This is an optimization exercise on Yosys and OpenROAD, whose aim is small area and a short achievable clock period, not a production implementation. Only simulation tests tie the RTL to the original design; equivalence was not proved.

--- flow/design.v ---
`timescale 1ns/1ps
module ir_pulse_timer (
  input  logic       clk_100_passthrough,
  input  logic       rst_n,
  input  logic       ir_line,
  output logic       pulse_edge,
  output logic       pulse_level,
  output logic       pw_ge40,
  output logic       pw_gt100,
  output logic       pw_ge120,
  output logic       idle_ge320
);
  logic       sync_1;
  logic       sync_2;
  logic       line_d;
  logic [8:0] cnt;
  always_ff @(posedge clk_100_passthrough or negedge rst_n) begin
    if (!rst_n) begin
      sync_1      <= 1'b0;
      sync_2      <= 1'b0;
      line_d      <= 1'b0;
      cnt         <= '0;
      pulse_edge  <= 1'b0;
      pulse_level <= 1'b0;
      pw_ge40     <= 1'b0;
      pw_gt100    <= 1'b0;
      pw_ge120    <= 1'b0;
    end else begin
      sync_1     <= ir_line;
      sync_2     <= sync_1;
      line_d     <= sync_2;
      pulse_edge <= sync_2 ^ line_d;
      if (sync_2 != line_d) begin
        pulse_level <= line_d;
        pw_ge40     <= (cnt >= 9'd40);
        pw_gt100    <= (cnt > 9'd100);
        pw_ge120    <= (cnt >= 9'd120);
        cnt         <= 9'd1;
      end else if (cnt != 9'h1ff) begin
        cnt <= cnt + 9'd1;
      end
    end
  end
  assign idle_ge320 = (cnt >= 9'd320);
endmodule
`timescale 1ns/1ps
module ir_frame_fsm (
  input  logic       clk_100_passthrough,
  input  logic       rst_n,
  input  logic       pulse_edge,
  input  logic       pulse_level,
  input  logic       pw_ge40,
  input  logic       pw_gt100,
  input  logic       pw_ge120,
  input  logic       idle_ge320,
  output logic       letter_valid,
  output logic [4:0] letter,
  output logic       err_valid,
  output logic [1:0] err_code
);
  localparam logic [1:0] err_none    = 2'd0;
  localparam logic [1:0] err_timing  = 2'd1;
  localparam logic [1:0] err_timeout = 2'd2;
  localparam logic [1:0] err_range   = 2'd3;
  localparam logic [2:0] st_idle        = 3'd0;
  localparam logic [2:0] st_start_mark  = 3'd1;
  localparam logic [2:0] st_start_space = 3'd2;
  localparam logic [2:0] st_bit_mark    = 3'd3;
  localparam logic [2:0] st_bit_space   = 3'd4;
  localparam logic [2:0] st_stop_mark   = 3'd5;
  logic [2:0] state;
  logic [2:0] state_d;
  logic [2:0] bit_cnt;
  logic [2:0] bit_cnt_d;
  logic [4:0] shreg;
  logic       shreg_en;
  logic [4:0] code_d;
  logic       in_sync;
  logic       in_sync_d;
  logic       fire_letter;
  logic       fire_err;
  logic [1:0] err_d;
  always_comb begin
    state_d     = state;
    bit_cnt_d   = bit_cnt;
    shreg_en    = 1'b0;
    in_sync_d   = in_sync;
    fire_letter = 1'b0;
    fire_err    = 1'b0;
    err_d       = err_none;
    code_d      = {shreg[3:0], pw_ge40};
    if (state != st_idle && !pulse_edge && idle_ge320) begin
      fire_err = 1'b1;
      err_d    = err_timeout;
    end else if (pulse_edge) begin
      case (state)
        st_idle: begin
          if (!pulse_level && (in_sync || pw_gt100)) begin
            state_d   = st_start_mark;
            in_sync_d = 1'b1;
          end
        end
        st_start_mark: begin
          if (pw_ge120) begin
            state_d = st_start_space;
          end else begin
            fire_err = 1'b1;
            err_d    = err_timing;
          end
        end
        st_start_space: begin
          if (pw_ge40 && !pw_gt100) begin
            state_d   = st_bit_mark;
            bit_cnt_d = '0;
          end else begin
            fire_err = 1'b1;
            err_d    = err_timing;
          end
        end
        st_bit_mark: begin
          if (!pw_ge40) begin
            state_d = st_bit_space;
          end else begin
            fire_err = 1'b1;
            err_d    = err_timing;
          end
        end
        st_bit_space: begin
          if (pw_gt100) begin
            fire_err = 1'b1;
            err_d    = err_timing;
          end else begin
            shreg_en = 1'b1;
            if (bit_cnt == 3'd4) begin
              if (code_d > 5'd25) begin
                fire_err = 1'b1;
                err_d    = err_range;
              end else begin
                fire_letter = 1'b1;
                state_d     = st_stop_mark;
              end
            end else begin
              bit_cnt_d = bit_cnt + 3'd1;
              state_d   = st_bit_mark;
            end
          end
        end
        st_stop_mark: begin
          if (!pw_ge40) begin
            state_d = st_idle;
          end else begin
            fire_err = 1'b1;
            err_d    = err_timing;
          end
        end
        default: state_d = st_idle;
      endcase
    end
    if (fire_err) begin
      state_d   = st_idle;
      in_sync_d = 1'b0;
    end
  end
  always_ff @(posedge clk_100_passthrough or negedge rst_n) begin
    if (!rst_n) begin
      state        <= st_idle;
      bit_cnt      <= '0;
      in_sync      <= 1'b1;
      letter_valid <= 1'b0;
      err_valid    <= 1'b0;
      err_code     <= err_none;
    end else begin
      state        <= state_d;
      bit_cnt      <= bit_cnt_d;
      in_sync      <= in_sync_d;
      letter_valid <= fire_letter;
      err_valid    <= fire_err;
      err_code     <= err_d;
    end
  end
  always_ff @(posedge clk_100_passthrough) begin
    if (shreg_en) begin
      shreg <= code_d;
    end
  end
  assign letter = shreg;
endmodule
`timescale 1ns/1ps
module enigma_rotor_core (
  input  logic        clk_100_passthrough,
  input  logic        rst_n,
  input  logic        rotor_load,
  input  logic [14:0] rotor_start,
  input  logic        letter_valid,
  input  logic [4:0]  letter,
  output logic        cipher_valid,
  output logic [4:0]  cipher_letter
);
  logic [4:0] q0, q1, q2;
  logic [4:0] d10, d21;
  logic [4:0] nq0, nq1, nq2;
  logic [4:0] c0, c1, c2;
  logic [4:0] lq0, lq1, lq2;
  logic [4:0] mid;
  logic [4:0] mid_d;
  logic [4:0] out_d;
  logic       s1_valid;
  function automatic logic [4:0] r3_fwd(input logic [5:0] s);
    case (s)
      6'd0: r3_fwd = 5'd1;
      6'd1: r3_fwd = 5'd3;
      6'd2: r3_fwd = 5'd5;
      6'd3: r3_fwd = 5'd7;
      6'd4: r3_fwd = 5'd9;
      6'd5: r3_fwd = 5'd11;
      6'd6: r3_fwd = 5'd2;
      6'd7: r3_fwd = 5'd15;
      6'd8: r3_fwd = 5'd17;
      6'd9: r3_fwd = 5'd19;
      6'd10: r3_fwd = 5'd23;
      6'd11: r3_fwd = 5'd21;
      6'd12: r3_fwd = 5'd25;
      6'd13: r3_fwd = 5'd13;
      6'd14: r3_fwd = 5'd24;
      6'd15: r3_fwd = 5'd4;
      6'd16: r3_fwd = 5'd8;
      6'd17: r3_fwd = 5'd22;
      6'd18: r3_fwd = 5'd6;
      6'd19: r3_fwd = 5'd0;
      6'd20: r3_fwd = 5'd10;
      6'd21: r3_fwd = 5'd12;
      6'd22: r3_fwd = 5'd20;
      6'd23: r3_fwd = 5'd18;
      6'd24: r3_fwd = 5'd16;
      6'd25: r3_fwd = 5'd14;
      6'd26: r3_fwd = 5'd1;
      6'd27: r3_fwd = 5'd3;
      6'd28: r3_fwd = 5'd5;
      6'd29: r3_fwd = 5'd7;
      6'd30: r3_fwd = 5'd9;
      6'd31: r3_fwd = 5'd11;
      6'd32: r3_fwd = 5'd2;
      6'd33: r3_fwd = 5'd15;
      6'd34: r3_fwd = 5'd17;
      6'd35: r3_fwd = 5'd19;
      6'd36: r3_fwd = 5'd23;
      6'd37: r3_fwd = 5'd21;
      6'd38: r3_fwd = 5'd25;
      6'd39: r3_fwd = 5'd13;
      6'd40: r3_fwd = 5'd24;
      6'd41: r3_fwd = 5'd4;
      6'd42: r3_fwd = 5'd8;
      6'd43: r3_fwd = 5'd22;
      6'd44: r3_fwd = 5'd6;
      6'd45: r3_fwd = 5'd0;
      6'd46: r3_fwd = 5'd10;
      6'd47: r3_fwd = 5'd12;
      6'd48: r3_fwd = 5'd20;
      6'd49: r3_fwd = 5'd18;
      6'd50: r3_fwd = 5'd16;
      6'd51: r3_fwd = 5'd16;
      6'd52: r3_fwd = 5'd20;
      6'd53: r3_fwd = 5'd18;
      6'd54: r3_fwd = 5'd16;
      6'd55: r3_fwd = 5'd16;
      6'd56: r3_fwd = 5'd20;
      6'd57: r3_fwd = 5'd18;
      6'd58: r3_fwd = 5'd16;
      6'd59: r3_fwd = 5'd16;
      6'd60: r3_fwd = 5'd20;
      6'd61: r3_fwd = 5'd18;
      6'd62: r3_fwd = 5'd16;
      6'd63: r3_fwd = 5'd16;
      default: r3_fwd = 5'd0;
    endcase
  endfunction
  function automatic logic [4:0] r2_fwd(input logic [5:0] s);
    case (s)
      6'd0: r2_fwd = 5'd0;
      6'd1: r2_fwd = 5'd9;
      6'd2: r2_fwd = 5'd3;
      6'd3: r2_fwd = 5'd10;
      6'd4: r2_fwd = 5'd18;
      6'd5: r2_fwd = 5'd8;
      6'd6: r2_fwd = 5'd17;
      6'd7: r2_fwd = 5'd20;
      6'd8: r2_fwd = 5'd23;
      6'd9: r2_fwd = 5'd1;
      6'd10: r2_fwd = 5'd11;
      6'd11: r2_fwd = 5'd7;
      6'd12: r2_fwd = 5'd22;
      6'd13: r2_fwd = 5'd19;
      6'd14: r2_fwd = 5'd12;
      6'd15: r2_fwd = 5'd2;
      6'd16: r2_fwd = 5'd16;
      6'd17: r2_fwd = 5'd6;
      6'd18: r2_fwd = 5'd25;
      6'd19: r2_fwd = 5'd13;
      6'd20: r2_fwd = 5'd15;
      6'd21: r2_fwd = 5'd24;
      6'd22: r2_fwd = 5'd5;
      6'd23: r2_fwd = 5'd21;
      6'd24: r2_fwd = 5'd14;
      6'd25: r2_fwd = 5'd4;
      6'd26: r2_fwd = 5'd0;
      6'd27: r2_fwd = 5'd9;
      6'd28: r2_fwd = 5'd3;
      6'd29: r2_fwd = 5'd10;
      6'd30: r2_fwd = 5'd18;
      6'd31: r2_fwd = 5'd8;
      6'd32: r2_fwd = 5'd17;
      6'd33: r2_fwd = 5'd20;
      6'd34: r2_fwd = 5'd23;
      6'd35: r2_fwd = 5'd1;
      6'd36: r2_fwd = 5'd11;
      6'd37: r2_fwd = 5'd7;
      6'd38: r2_fwd = 5'd22;
      6'd39: r2_fwd = 5'd19;
      6'd40: r2_fwd = 5'd12;
      6'd41: r2_fwd = 5'd2;
      6'd42: r2_fwd = 5'd16;
      6'd43: r2_fwd = 5'd6;
      6'd44: r2_fwd = 5'd25;
      6'd45: r2_fwd = 5'd13;
      6'd46: r2_fwd = 5'd15;
      6'd47: r2_fwd = 5'd24;
      6'd48: r2_fwd = 5'd5;
      6'd49: r2_fwd = 5'd21;
      6'd50: r2_fwd = 5'd14;
      6'd51: r2_fwd = 5'd14;
      6'd52: r2_fwd = 5'd5;
      6'd53: r2_fwd = 5'd21;
      6'd54: r2_fwd = 5'd14;
      6'd55: r2_fwd = 5'd14;
      6'd56: r2_fwd = 5'd5;
      6'd57: r2_fwd = 5'd21;
      6'd58: r2_fwd = 5'd14;
      6'd59: r2_fwd = 5'd14;
      6'd60: r2_fwd = 5'd5;
      6'd61: r2_fwd = 5'd21;
      6'd62: r2_fwd = 5'd14;
      6'd63: r2_fwd = 5'd14;
      default: r2_fwd = 5'd0;
    endcase
  endfunction
  function automatic logic [4:0] r1_fwd(input logic [5:0] s);
    case (s)
      6'd0: r1_fwd = 5'd4;
      6'd1: r1_fwd = 5'd10;
      6'd2: r1_fwd = 5'd12;
      6'd3: r1_fwd = 5'd5;
      6'd4: r1_fwd = 5'd11;
      6'd5: r1_fwd = 5'd6;
      6'd6: r1_fwd = 5'd3;
      6'd7: r1_fwd = 5'd16;
      6'd8: r1_fwd = 5'd21;
      6'd9: r1_fwd = 5'd25;
      6'd10: r1_fwd = 5'd13;
      6'd11: r1_fwd = 5'd19;
      6'd12: r1_fwd = 5'd14;
      6'd13: r1_fwd = 5'd22;
      6'd14: r1_fwd = 5'd24;
      6'd15: r1_fwd = 5'd7;
      6'd16: r1_fwd = 5'd23;
      6'd17: r1_fwd = 5'd20;
      6'd18: r1_fwd = 5'd18;
      6'd19: r1_fwd = 5'd15;
      6'd20: r1_fwd = 5'd0;
      6'd21: r1_fwd = 5'd8;
      6'd22: r1_fwd = 5'd1;
      6'd23: r1_fwd = 5'd17;
      6'd24: r1_fwd = 5'd2;
      6'd25: r1_fwd = 5'd9;
      6'd26: r1_fwd = 5'd4;
      6'd27: r1_fwd = 5'd10;
      6'd28: r1_fwd = 5'd12;
      6'd29: r1_fwd = 5'd5;
      6'd30: r1_fwd = 5'd11;
      6'd31: r1_fwd = 5'd6;
      6'd32: r1_fwd = 5'd3;
      6'd33: r1_fwd = 5'd16;
      6'd34: r1_fwd = 5'd21;
      6'd35: r1_fwd = 5'd25;
      6'd36: r1_fwd = 5'd13;
      6'd37: r1_fwd = 5'd19;
      6'd38: r1_fwd = 5'd14;
      6'd39: r1_fwd = 5'd22;
      6'd40: r1_fwd = 5'd24;
      6'd41: r1_fwd = 5'd7;
      6'd42: r1_fwd = 5'd23;
      6'd43: r1_fwd = 5'd20;
      6'd44: r1_fwd = 5'd18;
      6'd45: r1_fwd = 5'd15;
      6'd46: r1_fwd = 5'd0;
      6'd47: r1_fwd = 5'd8;
      6'd48: r1_fwd = 5'd1;
      6'd49: r1_fwd = 5'd17;
      6'd50: r1_fwd = 5'd2;
      6'd51: r1_fwd = 5'd2;
      6'd52: r1_fwd = 5'd1;
      6'd53: r1_fwd = 5'd17;
      6'd54: r1_fwd = 5'd2;
      6'd55: r1_fwd = 5'd2;
      6'd56: r1_fwd = 5'd1;
      6'd57: r1_fwd = 5'd17;
      6'd58: r1_fwd = 5'd2;
      6'd59: r1_fwd = 5'd2;
      6'd60: r1_fwd = 5'd1;
      6'd61: r1_fwd = 5'd17;
      6'd62: r1_fwd = 5'd2;
      6'd63: r1_fwd = 5'd2;
      default: r1_fwd = 5'd0;
    endcase
  endfunction
  function automatic logic [4:0] refl(input logic [5:0] s);
    case (s)
      6'd0: refl = 5'd24;
      6'd1: refl = 5'd17;
      6'd2: refl = 5'd20;
      6'd3: refl = 5'd7;
      6'd4: refl = 5'd16;
      6'd5: refl = 5'd18;
      6'd6: refl = 5'd11;
      6'd7: refl = 5'd3;
      6'd8: refl = 5'd15;
      6'd9: refl = 5'd23;
      6'd10: refl = 5'd13;
      6'd11: refl = 5'd6;
      6'd12: refl = 5'd14;
      6'd13: refl = 5'd10;
      6'd14: refl = 5'd12;
      6'd15: refl = 5'd8;
      6'd16: refl = 5'd4;
      6'd17: refl = 5'd1;
      6'd18: refl = 5'd5;
      6'd19: refl = 5'd25;
      6'd20: refl = 5'd2;
      6'd21: refl = 5'd22;
      6'd22: refl = 5'd21;
      6'd23: refl = 5'd9;
      6'd24: refl = 5'd0;
      6'd25: refl = 5'd19;
      6'd26: refl = 5'd0;
      6'd27: refl = 5'd19;
      6'd28: refl = 5'd0;
      6'd29: refl = 5'd19;
      6'd30: refl = 5'd0;
      6'd31: refl = 5'd19;
      6'd32: refl = 5'd17;
      6'd33: refl = 5'd17;
      6'd34: refl = 5'd17;
      6'd35: refl = 5'd17;
      6'd36: refl = 5'd17;
      6'd37: refl = 5'd17;
      6'd38: refl = 5'd17;
      6'd39: refl = 5'd17;
      6'd40: refl = 5'd20;
      6'd41: refl = 5'd7;
      6'd42: refl = 5'd16;
      6'd43: refl = 5'd18;
      6'd44: refl = 5'd11;
      6'd45: refl = 5'd3;
      6'd46: refl = 5'd15;
      6'd47: refl = 5'd23;
      6'd48: refl = 5'd13;
      6'd49: refl = 5'd6;
      6'd50: refl = 5'd14;
      6'd51: refl = 5'd10;
      6'd52: refl = 5'd12;
      6'd53: refl = 5'd8;
      6'd54: refl = 5'd4;
      6'd55: refl = 5'd1;
      6'd56: refl = 5'd5;
      6'd57: refl = 5'd25;
      6'd58: refl = 5'd2;
      6'd59: refl = 5'd22;
      6'd60: refl = 5'd21;
      6'd61: refl = 5'd9;
      6'd62: refl = 5'd0;
      6'd63: refl = 5'd19;
      default: refl = 5'd0;
    endcase
  endfunction
  function automatic logic [4:0] r1_inv(input logic [5:0] s);
    case (s)
      6'd0: r1_inv = 5'd20;
      6'd1: r1_inv = 5'd22;
      6'd2: r1_inv = 5'd24;
      6'd3: r1_inv = 5'd6;
      6'd4: r1_inv = 5'd0;
      6'd5: r1_inv = 5'd3;
      6'd6: r1_inv = 5'd5;
      6'd7: r1_inv = 5'd15;
      6'd8: r1_inv = 5'd21;
      6'd9: r1_inv = 5'd25;
      6'd10: r1_inv = 5'd1;
      6'd11: r1_inv = 5'd4;
      6'd12: r1_inv = 5'd2;
      6'd13: r1_inv = 5'd10;
      6'd14: r1_inv = 5'd12;
      6'd15: r1_inv = 5'd19;
      6'd16: r1_inv = 5'd7;
      6'd17: r1_inv = 5'd23;
      6'd18: r1_inv = 5'd18;
      6'd19: r1_inv = 5'd11;
      6'd20: r1_inv = 5'd17;
      6'd21: r1_inv = 5'd8;
      6'd22: r1_inv = 5'd13;
      6'd23: r1_inv = 5'd16;
      6'd24: r1_inv = 5'd14;
      6'd25: r1_inv = 5'd9;
      6'd26: r1_inv = 5'd20;
      6'd27: r1_inv = 5'd22;
      6'd28: r1_inv = 5'd24;
      6'd29: r1_inv = 5'd6;
      6'd30: r1_inv = 5'd0;
      6'd31: r1_inv = 5'd3;
      6'd32: r1_inv = 5'd5;
      6'd33: r1_inv = 5'd15;
      6'd34: r1_inv = 5'd21;
      6'd35: r1_inv = 5'd25;
      6'd36: r1_inv = 5'd1;
      6'd37: r1_inv = 5'd4;
      6'd38: r1_inv = 5'd2;
      6'd39: r1_inv = 5'd10;
      6'd40: r1_inv = 5'd12;
      6'd41: r1_inv = 5'd19;
      6'd42: r1_inv = 5'd7;
      6'd43: r1_inv = 5'd23;
      6'd44: r1_inv = 5'd18;
      6'd45: r1_inv = 5'd11;
      6'd46: r1_inv = 5'd17;
      6'd47: r1_inv = 5'd8;
      6'd48: r1_inv = 5'd13;
      6'd49: r1_inv = 5'd16;
      6'd50: r1_inv = 5'd14;
      6'd51: r1_inv = 5'd14;
      6'd52: r1_inv = 5'd13;
      6'd53: r1_inv = 5'd16;
      6'd54: r1_inv = 5'd14;
      6'd55: r1_inv = 5'd14;
      6'd56: r1_inv = 5'd13;
      6'd57: r1_inv = 5'd16;
      6'd58: r1_inv = 5'd14;
      6'd59: r1_inv = 5'd14;
      6'd60: r1_inv = 5'd13;
      6'd61: r1_inv = 5'd16;
      6'd62: r1_inv = 5'd14;
      6'd63: r1_inv = 5'd14;
      default: r1_inv = 5'd0;
    endcase
  endfunction
  function automatic logic [4:0] r2_inv(input logic [5:0] s);
    case (s)
      6'd0: r2_inv = 5'd0;
      6'd1: r2_inv = 5'd9;
      6'd2: r2_inv = 5'd15;
      6'd3: r2_inv = 5'd2;
      6'd4: r2_inv = 5'd25;
      6'd5: r2_inv = 5'd22;
      6'd6: r2_inv = 5'd17;
      6'd7: r2_inv = 5'd11;
      6'd8: r2_inv = 5'd5;
      6'd9: r2_inv = 5'd1;
      6'd10: r2_inv = 5'd3;
      6'd11: r2_inv = 5'd10;
      6'd12: r2_inv = 5'd14;
      6'd13: r2_inv = 5'd19;
      6'd14: r2_inv = 5'd24;
      6'd15: r2_inv = 5'd20;
      6'd16: r2_inv = 5'd16;
      6'd17: r2_inv = 5'd6;
      6'd18: r2_inv = 5'd4;
      6'd19: r2_inv = 5'd13;
      6'd20: r2_inv = 5'd7;
      6'd21: r2_inv = 5'd23;
      6'd22: r2_inv = 5'd12;
      6'd23: r2_inv = 5'd8;
      6'd24: r2_inv = 5'd21;
      6'd25: r2_inv = 5'd18;
      6'd26: r2_inv = 5'd21;
      6'd27: r2_inv = 5'd18;
      6'd28: r2_inv = 5'd21;
      6'd29: r2_inv = 5'd18;
      6'd30: r2_inv = 5'd21;
      6'd31: r2_inv = 5'd18;
      6'd32: r2_inv = 5'd9;
      6'd33: r2_inv = 5'd9;
      6'd34: r2_inv = 5'd9;
      6'd35: r2_inv = 5'd9;
      6'd36: r2_inv = 5'd9;
      6'd37: r2_inv = 5'd9;
      6'd38: r2_inv = 5'd9;
      6'd39: r2_inv = 5'd9;
      6'd40: r2_inv = 5'd15;
      6'd41: r2_inv = 5'd2;
      6'd42: r2_inv = 5'd25;
      6'd43: r2_inv = 5'd22;
      6'd44: r2_inv = 5'd17;
      6'd45: r2_inv = 5'd11;
      6'd46: r2_inv = 5'd5;
      6'd47: r2_inv = 5'd1;
      6'd48: r2_inv = 5'd3;
      6'd49: r2_inv = 5'd10;
      6'd50: r2_inv = 5'd14;
      6'd51: r2_inv = 5'd19;
      6'd52: r2_inv = 5'd24;
      6'd53: r2_inv = 5'd20;
      6'd54: r2_inv = 5'd16;
      6'd55: r2_inv = 5'd6;
      6'd56: r2_inv = 5'd4;
      6'd57: r2_inv = 5'd13;
      6'd58: r2_inv = 5'd7;
      6'd59: r2_inv = 5'd23;
      6'd60: r2_inv = 5'd12;
      6'd61: r2_inv = 5'd8;
      6'd62: r2_inv = 5'd21;
      6'd63: r2_inv = 5'd18;
      default: r2_inv = 5'd0;
    endcase
  endfunction
  function automatic logic [4:0] r3_inv(input logic [5:0] s);
    case (s)
      6'd0: r3_inv = 5'd19;
      6'd1: r3_inv = 5'd0;
      6'd2: r3_inv = 5'd6;
      6'd3: r3_inv = 5'd1;
      6'd4: r3_inv = 5'd15;
      6'd5: r3_inv = 5'd2;
      6'd6: r3_inv = 5'd18;
      6'd7: r3_inv = 5'd3;
      6'd8: r3_inv = 5'd16;
      6'd9: r3_inv = 5'd4;
      6'd10: r3_inv = 5'd20;
      6'd11: r3_inv = 5'd5;
      6'd12: r3_inv = 5'd21;
      6'd13: r3_inv = 5'd13;
      6'd14: r3_inv = 5'd25;
      6'd15: r3_inv = 5'd7;
      6'd16: r3_inv = 5'd24;
      6'd17: r3_inv = 5'd8;
      6'd18: r3_inv = 5'd23;
      6'd19: r3_inv = 5'd9;
      6'd20: r3_inv = 5'd22;
      6'd21: r3_inv = 5'd11;
      6'd22: r3_inv = 5'd17;
      6'd23: r3_inv = 5'd10;
      6'd24: r3_inv = 5'd14;
      6'd25: r3_inv = 5'd12;
      6'd26: r3_inv = 5'd14;
      6'd27: r3_inv = 5'd12;
      6'd28: r3_inv = 5'd14;
      6'd29: r3_inv = 5'd12;
      6'd30: r3_inv = 5'd14;
      6'd31: r3_inv = 5'd12;
      6'd32: r3_inv = 5'd0;
      6'd33: r3_inv = 5'd0;
      6'd34: r3_inv = 5'd0;
      6'd35: r3_inv = 5'd0;
      6'd36: r3_inv = 5'd0;
      6'd37: r3_inv = 5'd0;
      6'd38: r3_inv = 5'd0;
      6'd39: r3_inv = 5'd0;
      6'd40: r3_inv = 5'd6;
      6'd41: r3_inv = 5'd1;
      6'd42: r3_inv = 5'd15;
      6'd43: r3_inv = 5'd2;
      6'd44: r3_inv = 5'd18;
      6'd45: r3_inv = 5'd3;
      6'd46: r3_inv = 5'd16;
      6'd47: r3_inv = 5'd4;
      6'd48: r3_inv = 5'd20;
      6'd49: r3_inv = 5'd5;
      6'd50: r3_inv = 5'd21;
      6'd51: r3_inv = 5'd13;
      6'd52: r3_inv = 5'd25;
      6'd53: r3_inv = 5'd7;
      6'd54: r3_inv = 5'd24;
      6'd55: r3_inv = 5'd8;
      6'd56: r3_inv = 5'd23;
      6'd57: r3_inv = 5'd9;
      6'd58: r3_inv = 5'd22;
      6'd59: r3_inv = 5'd11;
      6'd60: r3_inv = 5'd17;
      6'd61: r3_inv = 5'd10;
      6'd62: r3_inv = 5'd14;
      6'd63: r3_inv = 5'd12;
      default: r3_inv = 5'd0;
    endcase
  endfunction
  function automatic logic [4:0] sub26(input logic [4:0] a, input logic [4:0] b);
    logic [5:0] d;
    d = {1'b0, a} - {1'b0, b};
    if (d[5]) begin
      d = d + 6'd26;
    end
    sub26 = d[4:0];
  endfunction
  function automatic logic [4:0] inc26(input logic [4:0] a);
    inc26 = (a == 5'd25) ? 5'd0 : a + 5'd1;
  endfunction
  always_comb begin
    nq0 = inc26(q0);
    nq1 = (q0 == 5'd21) ? inc26(q1) : q1;
    nq2 = (q0 == 5'd21 && q1 == 5'd4) ? inc26(q2) : q2;
  end
  always_comb begin
    c0  = (rotor_start[4:0]   > 5'd25) ? 5'd0 : rotor_start[4:0];
    c1  = (rotor_start[9:5]   > 5'd25) ? 5'd0 : rotor_start[9:5];
    c2  = (rotor_start[14:10] > 5'd25) ? 5'd0 : rotor_start[14:10];
    lq0 = inc26(c0);
    lq1 = (c0 == 5'd21) ? inc26(c1) : c1;
    lq2 = (c0 == 5'd21 && c1 == 5'd4) ? inc26(c2) : c2;
  end
  always_comb begin
    d10 = sub26(q1, q0);
    d21 = sub26(q2, q1);
  end
  always_comb begin
    logic [4:0] y;
    y     = r3_fwd({1'b0, letter} + {1'b0, q0});
    y     = r2_fwd({1'b0, y} + {1'b0, d10});
    y     = r1_fwd({1'b0, y} + {1'b0, d21});
    mid_d = refl({1'b0, y} - {1'b0, q2});
  end
  always_comb begin
    logic [4:0] y;
    y     = r1_inv({1'b0, mid} + {1'b0, q2});
    y     = r2_inv({1'b0, y} - {1'b0, d21});
    y     = r3_inv({1'b0, y} - {1'b0, d10});
    out_d = sub26(y, q0);
  end
  always_ff @(posedge clk_100_passthrough or negedge rst_n) begin
    if (!rst_n) begin
      q0           <= 5'd1;
      q1           <= 5'd0;
      q2           <= 5'd0;
      s1_valid     <= 1'b0;
      cipher_valid <= 1'b0;
    end else begin
      cipher_valid <= s1_valid;
      s1_valid <= letter_valid && !rotor_load;
      if (rotor_load) begin
        q0 <= lq0;
        q1 <= lq1;
        q2 <= lq2;
      end else if (s1_valid) begin
        q0 <= nq0;
        q1 <= nq1;
        q2 <= nq2;
      end
    end
  end
  always_ff @(posedge clk_100_passthrough) begin
    mid           <= mid_d;
    cipher_letter <= out_d;
  end
endmodule
`timescale 1ns/1ps
module letter_buffer (
  input  logic        clk_100_passthrough,
  input  logic        rst_n,
  input  logic        cipher_valid,
  input  logic [4:0]  cipher_letter,
  input  logic [9:0]  rd_addr,
  output logic [4:0]  rd_data,
  output logic [10:0] letter_count
);
  logic [4:0] mem [0:255];
  logic [7:0] wr_addr;
  logic [15:0] ra_lo;
  logic [15:0] ra_hi;
  logic [4:0]  rd_d;
  always_comb begin
    for (int i = 0; i < 16; i++) begin
      ra_lo[i] = (rd_addr[3:0] == 4'(i));
      ra_hi[i] = (rd_addr[7:4] == 4'(i));
    end
    rd_d = '0;
    for (int i = 0; i < 256; i++) begin
      rd_d = rd_d | ({5{ra_hi[i / 16] & ra_lo[i % 16]}} & mem[i]);
    end
  end
  always_ff @(posedge clk_100_passthrough) begin
    if (cipher_valid) begin
      mem[wr_addr] <= cipher_letter;
    end
    rd_data <= rd_d;
  end
  always_ff @(posedge clk_100_passthrough or negedge rst_n) begin
    if (!rst_n) begin
      wr_addr <= '0;
    end else if (cipher_valid) begin
      wr_addr <= wr_addr + 8'd1;
    end
  end
  assign letter_count = {3'b000, wr_addr};
endmodule
`timescale 1ns/1ps
module enigma_ir_top (
  input  logic        clk_100_passthrough,
  input  logic        rst_n,
  input  logic        ir_line,
  input  logic        rotor_load,
  input  logic [14:0] rotor_start,
  input  logic [9:0]  rd_addr,
  output logic        cipher_valid,
  output logic [4:0]  cipher_letter,
  output logic        err_valid,
  output logic [1:0]  err_code,
  output logic [10:0] letter_count,
  output logic [4:0]  rd_data
);
  logic        pulse_edge;
  logic        pulse_level;
  logic        pw_ge40;
  logic        pw_gt100;
  logic        pw_ge120;
  logic        idle_ge320;
  logic        letter_valid;
  logic [4:0]  letter;
  ir_pulse_timer u_timer (
    .clk_100_passthrough (clk_100_passthrough),
    .rst_n               (rst_n),
    .ir_line             (ir_line),
    .pulse_edge          (pulse_edge),
    .pulse_level         (pulse_level),
    .pw_ge40             (pw_ge40),
    .pw_gt100            (pw_gt100),
    .pw_ge120            (pw_ge120),
    .idle_ge320          (idle_ge320)
  );
  ir_frame_fsm u_frame (
    .clk_100_passthrough (clk_100_passthrough),
    .rst_n               (rst_n),
    .pulse_edge          (pulse_edge),
    .pulse_level         (pulse_level),
    .pw_ge40             (pw_ge40),
    .pw_gt100            (pw_gt100),
    .pw_ge120            (pw_ge120),
    .idle_ge320          (idle_ge320),
    .letter_valid        (letter_valid),
    .letter              (letter),
    .err_valid           (err_valid),
    .err_code            (err_code)
  );
  enigma_rotor_core u_core (
    .clk_100_passthrough (clk_100_passthrough),
    .rst_n               (rst_n),
    .rotor_load          (rotor_load),
    .rotor_start         (rotor_start),
    .letter_valid        (letter_valid),
    .letter              (letter),
    .cipher_valid        (cipher_valid),
    .cipher_letter       (cipher_letter)
  );
  letter_buffer u_buffer (
    .clk_100_passthrough (clk_100_passthrough),
    .rst_n               (rst_n),
    .cipher_valid        (cipher_valid),
    .cipher_letter       (cipher_letter),
    .rd_addr             (rd_addr),
    .rd_data             (rd_data),
    .letter_count        (letter_count)
  );
endmodule
--- flow/config.mk ---
export PLATFORM = sky130hd
export DESIGN_NAME = enigma_ir_top
export DESIGN_NICKNAME = enigma_ir_top
export VERILOG_FILES = /design/flow/design.v
export SDC_FILE = /design/flow/constraint.sdc
export NUM_CORES = 4
export LEC_CHECK = 0
export CAP_MARGIN = 20
export CORE_MARGIN = 2
export CORE_UTILIZATION = 40
export SLEW_MARGIN = 20
export SYNTH_MEMORY_MAX_BITS = 8192
--- flow/constraint.sdc ---
create_clock -name core_clock -period 27.0 [get_ports {clk_100_passthrough}]
set_input_delay 5.4000 -clock core_clock [delete_from_list [all_inputs] [get_ports {clk_100_passthrough}]]
set_output_delay 5.4000 -clock core_clock [all_outputs]
set_load 0.01 [all_outputs]
--- flow/run.sh ---
#!/bin/bash
# synth_recipe.tcl (not shown) runs the flow's synth.tcl, then flattens the netlist and writes it again
# the make line also repeats each setting of config.mk as NAME=value (left out here)
make -C /OpenROAD-flow-scripts/flow DESIGN_CONFIG=/design/flow/config.mk WORK_HOME=/design/flow/orfs CLKGATE_MAP_FILE= SYNTH_SCRIPT=/design/flow/synth_recipe.tcl finish
==> flow_summary.yaml, run 1 <==
setup_path:
  crit_path_max_incr_delay_ns: 0.84
  timing.critical_path.mode_cell: "ha_1"
  worst_ep_required_time_ns: 27.69
  crit_path_top_delay_cell: "xor2_1"
  criticalPathCategory: "reg -> reg"
  critical_path_arrival_ns: 11.78
  critPathMaxFanout: 17
  worstSetupStartpointType: "flop"
  end_kind: "flop"
clock_network:
  clock_tree.htree_level_count: 4
  clk-insertion-delay-late_ns: 0.84
  post_cts.repair.setup_buffers: 0
  clock_tree.buffer_depth: 3
  worst_setup_hold_path_clk_slew_ns: 0.06
  cts_resized: 0
  tritoncts: "built"
  cts_inserted_buffers: 143
  holdBufCountCts: 0
  cts_sinks: 1353
  root_buffer: "clkbuf_16"
floorplan:
  num_rows: 140
  core_area_sq_um: 146000
  floorplan.io_pins: 54
  fp.dieArea_sq_um: 150000
  die-height_um: 387
  dieWidth_um: 387
  initial_core_util: 0.403
timing:
  share_of_the_clock_period_used_by_the_worst_path_after_layout: 0.411
  finalSetupViolations: 0
  period_minus_slack_ns: 11.09
  final_critical_path_setup_slack_ns: 15.91
  clock.fmax_mhz: 90.2
  rsz0062_at_grt: "no"
  final.setup_skew_ns: 0.0696
  hold_violations: 0
  drv_slew: 0
  final.setup.tns_ns: 0
  max_slew_headroom_at_the_worst_pin: 0.0613
  worst-slew-pin-transition_ns: 1.41
layout:
  drive_above_1_share: 0.118
  layout.cells.most_common: "edfxtp_1"
  final_cell_mix: "edfxtp_1 (1,285), nand3_1 (447), nor2_1 (346), a22oi_1 (275), buf_4 (187)"
  layout.nets: 4602
  area_delta_synth_final_pct: 14.8
logic_synthesis:
  ys.warnings.count: 4
  syn_avg_cell_area_sq_um: 13.4
  ys.flop_type: "edfxtp_1"
  async_reset_ff_frac: 0.0392
  yosysUniqueCellTypes: 86
  synth_enable_flop_cells: 1285
  synth.ff_latch_count: 1353
  ys_seq_area_frac: 0.686
  synthesis.area_sq_um: 58600
  post_synth_inst_count: 4357
run_status:
  outcome: "timing/DRC/antenna clean"
job:
  cap_violations: 0
detailed_routing:
  vias: 46415
  wl_per_cell_um: 42.5
  initial_drc_count: 10141
  detail_route.drc_violations: 0
  via_per_inst: 7.15
  detail-route-antenna-nets: 0
  drt-pass1-iter-count: 9
  wirelength_um: 276000
global_route:
  number_of_antenna_violations_at_the_first_check_in_global_routing: 22
  grt.overflow.total: 0
  maximum_number_of_pins_on_one_net_before_global_route_repair: 182
  global_route_wire_length_before_repair_um: 365000
  globalRouteTotalUtil: 0.360
  via_count_of_the_first_global_routing_pass: 40952
placement:
  hpwl_um: 179000
  gpl_congestion: 1.11
  post-place-ws_ns: 16.09
  port_buffers: 48
hold_path:
  hold_path.class: "reg -> reg"
-- layout make-up --
| cell class | count | area [sq um] |
|---|---|---|
| diodes | 30 | 75.1 |
| clock buffers | 174 | 3790 |
| clock inverters | 81 | 1000 |
| fillers | 12752 | 78300 |
| inverters | 72 | 270 |
| multi-input cells | 2617 | 17300 |
| flip-flops and latches | 1353 | 40200 |
| well taps | 1917 | 2400 |
| repair buffers | 252 | 2140 |
-- metal layers --
layer  up-vias  global-route usage  share of wire
li1      17498                   -              -
met1     22952               0.442           0.34
met2      4806               0.463           0.38
met3      1145               0.208           0.18
met4        14               0.259          0.092
met5         -             0.00957         0.0014
-- cells by family after synthesis --
group	share of synthesized area
mux	0.00769
buf+inv	0.0265
other cells	0.0000640
simple gates	0.118
fa+ha+maj	0.0301
compound gates	0.120
flops	0.686
xor+xnor	0.0111
-- sequential cells by signal (all words and copies together), names as in the netlist, 2 cells and up --
register              cells
u_core.q0                 5
u_frame.state             3
u_buffer.rd_data          5
u_buffer.wr_addr          8
u_frame.bit_cnt           3
u_buffer.mem           1280
u_frame.shreg             5
u_timer.cnt               9
u_core.mid                5
u_core.q1                 5
u_core.q2                 5
u_core.cipher_letter      5
u_frame.err_code          2
-- cells in the mapped netlist, types with 26 or more instances --
cell type | count | area share
a21oi_1 | 134 | 0.011
a221oi_1 | 39 | 0.0058
a222oi_1 | 26 | 0.0044
a22o_1 | 45 | 0.0067
a22oi_1 | 275 | 0.035
a31oi_1 | 30 | 0.0032
a32oi_1 | 50 | 0.0075
buf_1 | 37 | 0.0024
buf_2 | 49 | 0.0042
clkbuf_1 | 225 | 0.014
dfrtp_1 | 51 | 0.022
edfxtp_1 | 1285 | 0.66
ha_1 | 124 | 0.026
inv_1 | 70 | 0.0045
nand2_1 | 162 | 0.010
nand3_1 | 450 | 0.038
nand4_1 | 117 | 0.012
nor2_1 | 379 | 0.024
nor3_1 | 61 | 0.0052
nor4_1 | 54 | 0.0058
o211ai_1 | 30 | 0.0038
o21ai_0 | 88 | 0.0075
o22ai_1 | 121 | 0.013
xnor2_1 | 46 | 0.0069
xor2_1 | 28 | 0.0042
-- critical path, delay by kind of cell, from the launching register on --
kind | cells | cell delay [ns]
and+or+nand+nor | 5 | 1.37
xor gates and xnor gates | 3 | 2.17
DFF | 1 | 0.66
muxes | 2 | 0.68
buffers and inverters | 1 | 0.71
adders and majority gates | 7 | 1.97
AOI/OAI and AO/OA | 12 | 3.40
-- metrics by stage --
step                      cell area, sq um  hold slack [ns]  std cells   util
after CTS                            67000            0.350       6458  0.460
after global placement               62100            0.339       6198  0.427
after detailed placement             62200            0.337       6203  0.427
final                                67300            0.347       6496  0.462
after global routing                 67200            0.354       6472  0.462
after floorplan                      58600            0.331       4359      -
-- path summary, 6_finish.rpt --
kind	startpoint	to	slack, ns	cells past startpoint
min in group asynchronous	rst_n	u_core.q0[4]	4.73	2
setup / recovery	u_core.q0[0]	u_core.mid[2]	15.91	30
max in group asynchronous	rst_n	u_core.q2[3]	21.79	2
hold / removal	u_timer.sync_1	u_timer.sync_2	0.35	0
setup reg to reg	u_core.q0[0]	u_core.mid[2]	15.91	30
hold reg to reg	u_timer.sync_1	u_timer.sync_2	0.35	0
==> run 2: changes to the inputs <==
==> flow/flow/run.sh (new file) <==
#!/bin/bash
# The standard layout (the standard.sh: ORFS with the standard synthesis
# and the design's SDC unchanged), except that repair_timing keeps
# improving the slowest paths until they have SETUP_SLACK_MARGIN of slack at
# the design's clock period. make's own output goes to
# standard_finish.log; each ORFS step logs to orfs/logs/.
set -euo pipefail
MARGIN=18.6
bash standard.sh SETUP_SLACK_MARGIN=$MARGIN finish > standard_finish.log 2>&1
test -f out/final.def
==> flow/standard.sh (new file) <==
#!/bin/bash
# synth_recipe.tcl (not shown) runs the flow's synth.tcl, then flattens the netlist and writes it again
# the make line also repeats each setting of config.mk as NAME=value (left out here)
make -C /OpenROAD-flow-scripts/flow DESIGN_CONFIG=/design/flow/config.mk WORK_HOME=/design/flow/orfs CLKGATE_MAP_FILE= SYNTH_SCRIPT=/design/flow/synth_recipe.tcl "${@:-finish}"
removed: flow/run.sh
==> run 2 against run 1 <==
Against the previous run: largest cell class unchanged; die area unchanged; still clean; flip-flop and latch count did not move; sequential share of layout area shrank 1.2 points; setup slack better by 2.4 ns; via count fell by 0.16%.
==> flow_summary.yaml, run 2 <==
run_status:
  outcome: "timing/DRC/antenna clean"
logic_synthesis:
  synth_compound_area_frac: 0.120
  post_synth_inst_count: 4357
  synth_fa_ha_area_frac: 0.0301
  synthTopCellsByArea: "edfxtp_1 (66%), nand3_1 (3.8%), a22oi_1 (3.5%)"
  share_of_the_synthesized_netlist_area_taken_by_xor_and_xnor_gates: 0.0111
  synth.most_common_cell: "edfxtp_1"
  yosysTopAreaCell: "edfxtp_1"
  yosysUniqueCellTypes: 86
  syn_avg_cell_area_sq_um: 13.4
  synthSimpleGateAreaFrac: 0.118
  synth.ff_latch_count: 1353
  ys_seq_area_frac: 0.686
  dominant_combinational_cell_family_by_area_after_synthesis: "compound AO/OA/AOI/OAI gates"
  synth_top_area_frac: 0.659
  ys.warnings.count: 4
  synth_enable_flop_cells: 1285
  synthesis.area_sq_um: 58600
  async_reset_ff_frac: 0.0392
  netlist_top_cells_count: "edfxtp_1 (1,285), nand3_1 (450), nor2_1 (379)"
  ys.flop_type: "edfxtp_1"
  synth.area.mux_share: 0.00769
floorplan:
  fp.dieArea_sq_um: 150000
  core_area_sq_um: 146000
  die-height_um: 387
  num_rows: 140
  floorplan.io_pins: 54
  initial_core_util: 0.403
  dieWidth_um: 387
clock_network:
  clk-insertion-delay-late_ns: 0.84
  root_buffer: "clkbuf_16"
  cts_inserted_buffers: 141
  cts_sinks: 1353
  clock_tree.htree_level_count: 4
  worst_setup_hold_path_clk_slew_ns: 0.06
  tritoncts: "built"
  clock_tree.buffer_depth: 3
layout:
  largest_register_ffs: 1280
  layout.cells.most_common: "edfxtp_1"
  layout.nets: 4646
  final_cell_mix: "edfxtp_1 (1,285), nand3_1 (443), nor2_1 (347), a22oi_1 (262), buf_4 (200)"
  drive_above_1_share: 0.159
  area_delta_synth_final_pct: 17.1
  register_bank_with_the_most_flops: "u_buffer.mem"
  fin_util: 0.471
  reg.largest.list: "u_buffer.mem x1280, u_timer.cnt x9, u_buffer.wr_addr x8"
detailed_routing:
  wirelength_um: 286000
  initial_drc_count: 9366
  detail_route.drc_violations: 0
  via_per_inst: 7.10
  detail-route-antenna-nets: 0
  drt-pass1-iter-count: 6
  wl_per_cell_um: 43.8
  vias: 46341
setup_path:
  criticalPathCategory: "in -> reg"
  worst_ep_required_time_ns: 27.69
  r2r_slack_ns: 18.90
  critical_path_arrival_ns: 9.33
  crit_path_end: "u_buffer.rd_data[3]"
  r2r_cells: 34
  end_kind: "flop"
  worstSetupStartpointType: "primary input"
  r2r-end: "u_core.cipher_letter[2]"
  critPathMaxFanout: 36
  rr_startpoint: "u_core.q2[0]"
  critPathLaunch: "rd_addr[1]"
timing:
  finalSetupViolations: 0
  clock.fmax_mhz: 116
  max_slew_headroom_at_the_worst_pin: 0.0489
  share_of_the_clock_period_used_by_the_worst_path_after_layout: 0.320
  rsz0062_at_grt: "yes"
  worst-slew-pin-transition_ns: 1.43
  period_minus_slack_ns: 8.65
  drv_slew: 0
  final_critical_path_setup_slack_ns: 18.35
  final.setup_skew_ns: 0.0700
  hold_violations: 0
  final.setup.tns_ns: 0
global_route:
  number_of_antenna_violations_at_the_first_check_in_global_routing: 37
  global_route_wire_length_before_repair_um: 373000
  globalRouteTotalUtil: 0.369
  via_count_of_the_first_global_routing_pass: 41437
  maximum_number_of_pins_on_one_net_before_global_route_repair: 196
  grt.overflow.total: 0
hold_path:
  hold_path.class: "reg -> reg"
placement:
  gpl_congestion: 1.06
  port_buffers: 48
  hpwl_um: 186000
  post-place-ws_ns: 16.66
job:
  cap_violations: 0
## run 2: cell count changes in the layout (fill, tap and decap cells not counted), moves of 9 or more
cell / before / now
a21oi_2: 1 / 10
ha_2: 0 / 16
diode_2: 30 / 16
a22oi_1: 275 / 262
a21oi_1: 133 / 120
buf_4: 187 / 200
buf_6: 2 / 24
a22oi_2: 0 / 13
ha_1: 124 / 101
clkbuf_1: 23 / 35
nor4_1: 49 / 33
nor4_4: 2 / 11
## run 2: area by class of cell
| type | count | area [sq um] |
|---|---|---|
| fillers | 12796 | 77000 |
| flip-flops and latches | 1353 | 40200 |
| multi-input cells | 2619 | 18300 |
| clock buffers | 184 | 3780 |
| repair buffers | 296 | 2700 |
| well taps | 1917 | 2400 |
| clock inverters | 69 | 846 |
| inverters | 72 | 284 |
| diodes | 16 | 40.0 |
## run 2: cells by family after synthesis
family,Yosys count
and+or+nand+nor,1381
adders and majority gates,135
buffers and inverters,389
DFF,1353
other,1
muxes,34
xor gates and xnor gates,74
AOI/OAI and AO/OA,990
## run 2: metal layers
metal / vias up / GRT usage / routed length, um
met1: 23221 / 0.456 / 98000
met2: 4437 / 0.488 / 111000
li1: 17569 / - / -
met4: 30 / 0.282 / 26900
met5: - / 0.0163 / 489
met3: 1084 / 0.182 / 49600
## run 2: worst max-delay path, cell delays in order
cell and delay, ns:
buf_2 0.08, buf_4 0.51, or4bb_1 0.93, nor2_1 0.32, a32oi_1 0.66, nand4_1 0.43, nor4_1 0.41, nand4_1 0.13
or3_4 0.42
## run 2: worst min-delay path by stage
| stage | from | end | slack, ns | depth (start not counted) |
|---|---|---|---|---|
| 3_3_place_gp | u_timer.sync_1 | u_timer.sync_2 | 0.34 | 0 |
| 2_1_floorplan | u_timer.sync_1 | u_timer.sync_2 | 0.33 | 0 |
| 5_1_grt | u_timer.sync_1 | u_timer.sync_2 | 0.39 | 0 |
| 4_1_cts | u_timer.sync_1 | u_timer.sync_2 | 0.36 | 0 |
| 3_5_place_dp | u_timer.sync_1 | u_timer.sync_2 | 0.35 | 0 |
| 6_report | u_timer.sync_1 | u_timer.sync_2 | 0.36 | 0 |
## run 2: what timing repair did
| item | in CTS | in global routing |
|---|---|---|
| setup endpoints to repair | 15 | 14 |
| hold endpoints to repair | 0 | 0 |
| hold buffers | 0 | 0 |
| setup buffers | 21 | 20 |
| pin swaps | 21 | 34 |
| cloned | 0 | 6 |
| resized for setup | 154 | 113 |
## run 2: stage by stage
stage	area [sq um]	std cells	hold slack, ns
after global routing	68600	6511	0.387
after detailed placement	62200	6207	0.351
final	68600	6526	0.360
after global placement	62200	6205	0.338
after CTS	67800	6481	0.364
after floorplan	58600	4359	0.331
==> run 3: changes to the inputs <==
==> flow/flow/run.sh (replaced) <==
#!/bin/bash
# The standard layout (the standard.sh: ORFS with the standard synthesis
# and the design's SDC unchanged), with two changes to how it is built:
# - repair_timing keeps improving the slowest paths until they have
#   SETUP_SLACK_MARGIN of slack at the design's clock period;
# - clock tree synthesis clusters the flip-flops into groups of up to 10
#   within 50 um, each driven by a clkbuf_8, under a clkbuf_16 tree.
# make's own output goes to standard_finish.log; each ORFS step logs to
# orfs/logs/.
set -euo pipefail
MARGIN=18.6
CTS="-sink_clustering_enable -repair_clock_nets"
CTS="$CTS -sink_clustering_buffer sky130_fd_sc_hd__clkbuf_8"
CTS="$CTS -sink_clustering_size 10 -sink_clustering_max_diameter 50"
CTS="$CTS -tree_buf sky130_fd_sc_hd__clkbuf_16 -root_buf sky130_fd_sc_hd__clkbuf_16"
bash standard.sh SETUP_SLACK_MARGIN=$MARGIN "CTS_ARGS=$CTS" finish > standard_finish.log 2>&1
test -f out/final.def
==> run 3 against run 2 <==
Against the previous run: final area shrank 2.4%; die area is the same; via count shrank 0.77%; sequential share of layout area grew 1.4 points; setup slack gained 0.063 ns; still clean on timing, DRC and antenna.
==> flow_summary.yaml, run 3 <==
logic_synthesis:
  synthesis.area_sq_um: 58600
  netlist_top_cells_count: "edfxtp_1 (1,285), nand3_1 (450), nor2_1 (379)"
  synth_enable_flop_cells: 1285
  ys_seq_area_frac: 0.686
  synth.ff_latch_count: 1353
  yosysUniqueCellTypes: 86
  ys.warnings.count: 4
  syn_avg_cell_area_sq_um: 13.4
  yosysTopAreaCell: "edfxtp_1"
  synth.most_common_cell: "edfxtp_1"
  ys.flop_type: "edfxtp_1"
  synth_top_area_frac: 0.659
  async_reset_ff_frac: 0.0392
  post_synth_inst_count: 4357
  synthTopCellsByArea: "edfxtp_1 (66%), nand3_1 (3.8%), a22oi_1 (3.5%)"
timing:
  rsz0062_at_grt: "no"
  final_critical_path_setup_slack_ns: 18.42
  period_minus_slack_ns: 8.58
  hold_slack_ns: 0.362
  final.setup.tns_ns: 0
  clock.fmax_mhz: 116
  worst-slew-pin-transition_ns: 1.35
  final.setup_skew_ns: 0.0386
  drv_slew: 0
  share_of_the_clock_period_used_by_the_worst_path_after_layout: 0.318
  max_slew_headroom_at_the_worst_pin: 0.0989
  finalSetupViolations: 0
  hold_violations: 0
floorplan:
  initial_core_util: 0.403
  die-height_um: 387
  dieWidth_um: 387
  fp.dieArea_sq_um: 150000
  floorplan.io_pins: 54
  core_area_sq_um: 146000
  num_rows: 140
setup_path:
  r2r_cells: 32
  rr_startpoint: "u_frame.shreg[0]"
  cp_num_cells: 11
  critPathMaxFanout: 30
  critical_path_arrival_ns: 9.25
  worst_ep_required_time_ns: 27.67
  r2r-end: "u_core.mid[4]"
  buffer_and_inverter_count_on_the_worst_path: 4
  worstSetupStartpointType: "primary input"
  criticalPathCategory: "in -> reg"
  crit_chain: "clkdlybuf4s50_1 > buf_12 > nor4bb_4 > buf_4 > buf_6 > a22oi_2 > o211ai_1 > or4_4 > nor4_4 > nand4_1 > or3_4"
  crit_path_top_delay_cell: "or4_4"
  critical-path-top-delay-family: "simple AND/OR/NAND/NOR gates"
  r2r_slack_ns: 18.90
  end_kind: "flop"
  crit_path_max_incr_delay_ns: 0.65
hold_path:
  hold_path.class: "reg -> reg"
  hold_start: "u_timer.sync_1"
  holdPathEnd: "u_timer.sync_2"
  worst_hold_path.num_cells: 0
global_route:
  globalRouteTotalUtil: 0.369
  grt.overflow.total: 0
  number_of_antenna_violations_at_the_first_check_in_global_routing: 26
  maximum_number_of_pins_on_one_net_before_global_route_repair: 196
  via_count_of_the_first_global_routing_pass: 41589
  global_route_wire_length_before_repair_um: 373000
clock_network:
  cts_sinks: 1353
  tritoncts: "built"
  clk-insertion-delay-late_ns: 0.80
  worst_setup_hold_path_clk_slew_ns: 0.07
  clock_tree.htree_level_count: 4
  root_buffer: "clkbuf_16"
  clock_tree.buffer_depth: 3
  cts_inserted_buffers: 162
detailed_routing:
  initial_drc_count: 9243
  met2_layer_wire_length_in_the_routed_design_um: 111000
  route.top_layer_used: "met5"
  drt-pass1-iter-count: 8
  wl_per_cell_um: 43.7
  detail_route.drc_violations: 0
  routedLengthMet1_um: 98700
  detail-route-antenna-nets: 0
  routed_wire_length_on_met3_um: 48800
  via_per_inst: 7.06
  vias: 45983
  wirelength_um: 285000
layout:
  reg.largest.list: "u_buffer.mem x1280, u_timer.cnt x9, u_buffer.wr_addr x8"
  layoutNonFillerInstCount: 6515
  fillerInstances: 13012
  area_of_combinational_cells_with_multiple_inputs_sq_um: 18300
  layout.nets: 4667
  largest_register_ffs: 1280
  drive_above_1_share: 0.157
  regArea_sq_um: 40200
  register_bank_with_the_most_flops: "u_buffer.mem"
  final_cell_mix: "edfxtp_1 (1,285), nand3_1 (443), nor2_1 (346), a22oi_1 (262), buf_4 (205)"
  layout.cells.most_common: "edfxtp_1"
  fin_util: 0.460
  area_delta_synth_final_pct: 14.3
  design_area_final_sq_um: 67000
placement:
  place_inst: 6207
  post-place-ws_ns: 16.66
  port_buffers: 48
  gpl_congestion: 1.06
  hpwl_um: 186000
  placed_cell_area_sq_um: 62200
run_status:
  outcome: "timing/DRC/antenna clean"
job:
  cap_violations: 0
## run 3: cell count changes in the layout (fill, tap and decap cells not counted), moves of 5 or more
cell       previous run  this run
buf_4               200       205
buf_6                24        19
bufinv_16            10         2
clkbuf_1             35        52
clkbuf_16           145        22
clkbuf_8              7       145
clkinv_1             19         6
clkinv_16             6         0
clkinv_2             21         4
diode_2              16         8
## run 3: worst max path at each step
stage	startpoint	to	slack, ns
floorplan	u_frame.shreg[0]	u_core.mid[4]	18.68
global placement	rd_addr[7]	u_buffer.rd_data[4]	16.67
detailed placement	u_core.q0[1]	u_core.mid[0]	16.66
CTS	u_frame.shreg[0]	u_core.mid[0]	18.59
global route	u_frame.shreg[0]	u_core.mid[4]	18.56
finish	rd_addr[6]	u_buffer.rd_data[3]	18.42
## run 3: metal layers
metal  vias to the layer above  track usage
li1                      17551            -
met1                     22930        0.461
met2                      4394        0.493
met3                      1075        0.174
met4                        33        0.272
met5                         -       0.0150
## run 3: what timing repair did
action                                  CTS  global route
gates resized for setup                 164           102
setup buffers                            21            20
pin swaps                                23            34
cloned                                    0             6
endpoints found under the setup margin   15            14
hold buffers                              0             0
## run 3: worst reg2reg max path: cells and delay by family, from the launching register on
kind	cells	cell delay, ns
fa+ha+maj	9	3.46
compound gates	11	2.04
buf+inv	6	0.78
mux	2	0.75
simple gates	3	0.42
flops	1	0.42
xor+xnor	1	0.10
## run 3: cells by family after synthesis
family          Yosys count  share of synthesized area
other cells               1                  0.0000640
simple gates           1381                      0.118
xor+xnor                 74                     0.0111
mux                      34                    0.00769
buf+inv                 389                     0.0265
fa+ha+maj               135                     0.0301
compound gates          990                      0.120
flops                  1353                      0.686
## run 3: area by class of cell
type | instances | share of cell area
Clock buffer | 215 | 0.0394
Sequential cell | 1353 | 0.601
Antenna cell | 8 | 0.000299
Inverter | 72 | 0.00424
Multi-Input combinational cell | 2618 | 0.273
Tap cell | 1917 | 0.0358
Clock inverter | 35 | 0.00581
Timing Repair Buffer | 297 | 0.0406
==> run 4: changes to the inputs <==
--- a/flow/config.mk
+++ b/flow/config.mk
@@ -10,3 +10,4 @@
 export CORE_UTILIZATION = 40
 export SLEW_MARGIN = 20
 export SYNTH_MEMORY_MAX_BITS = 8192
+export TNS_END_PERCENT = 20
==> run 4 against run 3 <==
Against the previous run: still clean on timing, DRC and antenna; sequential share of layout area shrank 0.082 points; clock skew grew 0.014 ns.
==> flow_summary.yaml, run 4 <==
run_status:
  outcome: "timing/DRC/antenna clean"
setup_path:
  r2r_slack_ns: 18.83
  worst_ep_required_time_ns: 27.61
  buffer_and_inverter_count_on_the_worst_path: 3
  r2r_cells: 32
  criticalPathCategory: "in -> reg"
  crit_path_max_incr_delay_ns: 0.77
  rr_startpoint: "u_frame.shreg[0]"
  worstSetupStartpointType: "primary input"
  critical_path_arrival_ns: 9.31
  critical-path-top-delay-family: "simple AND/OR/NAND/NOR gates"
  crit_chain: "clkdlybuf4s15_2 > bufbuf_16 > and4_2 > buf_4 > a32oi_1 > nand3_1 > nor4_2 > nand4_1 > or4_1"
  crit_path_top_delay_cell: "a32oi_1"
  critPathMaxFanout: 29
  end_kind: "flop"
  r2r-end: "u_core.mid[4]"
timing:
  rsz0062_at_grt: "yes"
  period_minus_slack_ns: 8.70
  max_slew_headroom_at_the_worst_pin: 0.0659
  hold_violations: 0
  final.setup.tns_ns: 0
  worst-slew-pin-transition_ns: 1.40
  clock.fmax_mhz: 115
  share_of_the_clock_period_used_by_the_worst_path_after_layout: 0.322
  final.setup_skew_ns: 0.0526
  hold_slack_ns: 0.339
  finalSetupViolations: 0
  drv_slew: 0
global_route:
  global_route_wire_length_before_repair_um: 368000
  globalRouteTotalUtil: 0.364
  grt.overflow.total: 0
  number_of_antenna_violations_at_the_first_check_in_global_routing: 21
  via_count_of_the_first_global_routing_pass: 41646
  maximum_number_of_pins_on_one_net_before_global_route_repair: 98
detailed_routing:
  drt-pass1-iter-count: 10
  detail-route-antenna-nets: 0
  wl_per_cell_um: 42.9
  wirelength_um: 281000
  detail_route.drc_violations: 0
  initial_drc_count: 9996
  via_per_inst: 7.11
  vias: 46482
floorplan:
  die-height_um: 387
  initial_core_util: 0.403
  num_rows: 140
  fp.dieArea_sq_um: 150000
  floorplan.io_pins: 54
  dieWidth_um: 387
  core_area_sq_um: 146000
hold_path:
  worst_hold_path.num_cells: 0
  hold_start: "u_timer.sync_1"
  holdPathEnd: "u_timer.sync_2"
  hold_path.class: "reg -> reg"
logic_synthesis:
  ys.warnings.count: 4
  synth_top_area_frac: 0.659
  syn_avg_cell_area_sq_um: 13.4
  yosysTopAreaCell: "edfxtp_1"
  netlist_top_cells_count: "edfxtp_1 (1,285), nand3_1 (450), nor2_1 (379)"
  post_synth_inst_count: 4357
  yosysUniqueCellTypes: 86
  async_reset_ff_frac: 0.0392
  synth.most_common_cell: "edfxtp_1"
  synthTopCellsByArea: "edfxtp_1 (66%), nand3_1 (3.8%), a22oi_1 (3.5%)"
  synthesis.area_sq_um: 58600
  synth.ff_latch_count: 1353
  ys.flop_type: "edfxtp_1"
  synth_enable_flop_cells: 1285
  ys_seq_area_frac: 0.686
layout:
  area_delta_synth_final_pct: 14.5
  area_of_combinational_cells_with_multiple_inputs_sq_um: 18200
  regArea_sq_um: 40200
  layout.cells.most_common: "edfxtp_1"
  drive_above_1_share: 0.157
  fin_util: 0.461
  largest_register_ffs: 1280
  register_bank_with_the_most_flops: "u_buffer.mem"
  layout.nets: 4693
  reg.largest.list: "u_buffer.mem x1280, u_timer.cnt x9, u_buffer.wr_addr x8"
  final_cell_mix: "edfxtp_1 (1,285), nand3_1 (446), nor2_1 (347), a22oi_1 (268), buf_4 (242)"
  fillerInstances: 12870
placement:
  port_buffers: 48
  hpwl_um: 181000
  gpl_congestion: 1.09
clock_network:
  holdBufCountCts: 0
  tritoncts: "built"
  cts_inserted_buffers: 165
  root_buffer: "clkbuf_16"
  cts_sinks: 1353
  clk-insertion-delay-late_ns: 0.82
  clock_tree.htree_level_count: 4
  clock_tree.buffer_depth: 3
  worst_setup_hold_path_clk_slew_ns: 0.07
job:
  cap_violations: 0
run 4: cells by family after synthesis:
kind of cell    after synthesis  synth area share
simple gates               1381             0.118
flops                      1353             0.686
compound gates              990             0.120
buf+inv                     389            0.0265
fa+ha+maj                   135            0.0301
xor+xnor                     74            0.0111
mux                          34           0.00769
other cells                   1         0.0000640
run 4: worst max path at each step:
| stage | startpoint | to | slack (ns) | cells after the start |
|---|---|---|---|---|
| after floorplan | u_core.cipher_letter[1] | cipher_letter[1] | 18.15 | 0 |
| after global placement | u_frame.shreg[0] | u_core.mid[0] | 16.03 | 30 |
| after detailed placement | u_core.q0[1] | u_core.mid[0] | 16.01 | 30 |
| after CTS | rd_addr[5] | u_buffer.rd_data[1] | 18.53 | 10 |
| after global routing | rd_addr[7] | u_buffer.rd_data[1] | 18.49 | 10 |
| final | rd_addr[6] | u_buffer.rd_data[2] | 18.30 | 9 |
run 4: routing by layer:
layer,wire [um],part of all wire,global-route usage,up-vias
met5,377,0.0013,0.00829,-
li1,-,-,-,17577
met1,94500,0.34,0.444,22984
met3,51900,0.18,0.206,1117
met4,25200,0.090,0.250,28
met2,109000,0.39,0.481,4776
run 4: layout make-up:
class,count,share of cell area
sequential,1353,0.600
inverter,72,0.00421
clock buffer,212,0.0403
timing repair buffer,320,0.0417
antenna,12,0.000448
clock inverter,38,0.00623
multi-input combinational,2618,0.272
tap,1917,0.0358
run 4: stage by stage:
stage	instances	area [sq um]	worst slack, ns
final	6542	67100	18.30
after global routing	6531	67100	18.49
after CTS	6491	66200	18.53
after detailed placement	6217	62200	16.01
after global placement	6213	62200	16.03
after floorplan	4359	58600	18.15
run 4: timing repair:
item,4_1_cts,5_1_grt
setup buffers,22,33
setup endpoints to repair,15,14
resized for setup,142,73
pin swaps,22,36
cloned,2,3

what the ideal ports hide:
Ports are ideal in the flow. The routed layouts listed here were re-timed in OpenROAD. Step 1, drivers: a clkbuf_16 drives clk_100_passthrough and a buf_2 each remaining input, both assumed. Step 2, shift: input delay + t, output delay - t, t = (earliest + latest rising clock arrival at the registers) / 2. This alone moves slack from input paths to output paths. a / b / c = no drivers / after step 1 / after step 2; a / b = the first two.
| run | t (ns) | setup slack, ns | latest minus earliest clock arrival (ns) | slew at the worst register clock pin (ns) | cell pins on the clock port's net |
|---|---|---|---|---|---|
| run 1 | 0.884 | 15.907 / 15.907 / 15.907 | 0.081 / 0.080 | 0.07 / 0.07 | 1 |
| run 2 | 0.894 | 18.353 / 18.392 / 17.498 | 0.070 / 0.070 | 0.07 / 0.07 | 1 |
| run 3 | 0.871 | 18.416 / 18.471 / 17.601 | 0.054 / 0.053 | 0.09 / 0.09 | 1 |
| run 4 | 0.870 | 18.299 / 18.364 / 17.494 | 0.071 / 0.072 | 0.08 / 0.08 | 1 |
After both steps setup and hold are still met in every run listed. The setup slack of run 2, which loses most, moves by +0.039 ns with the drivers and by -0.855 ns with both steps.
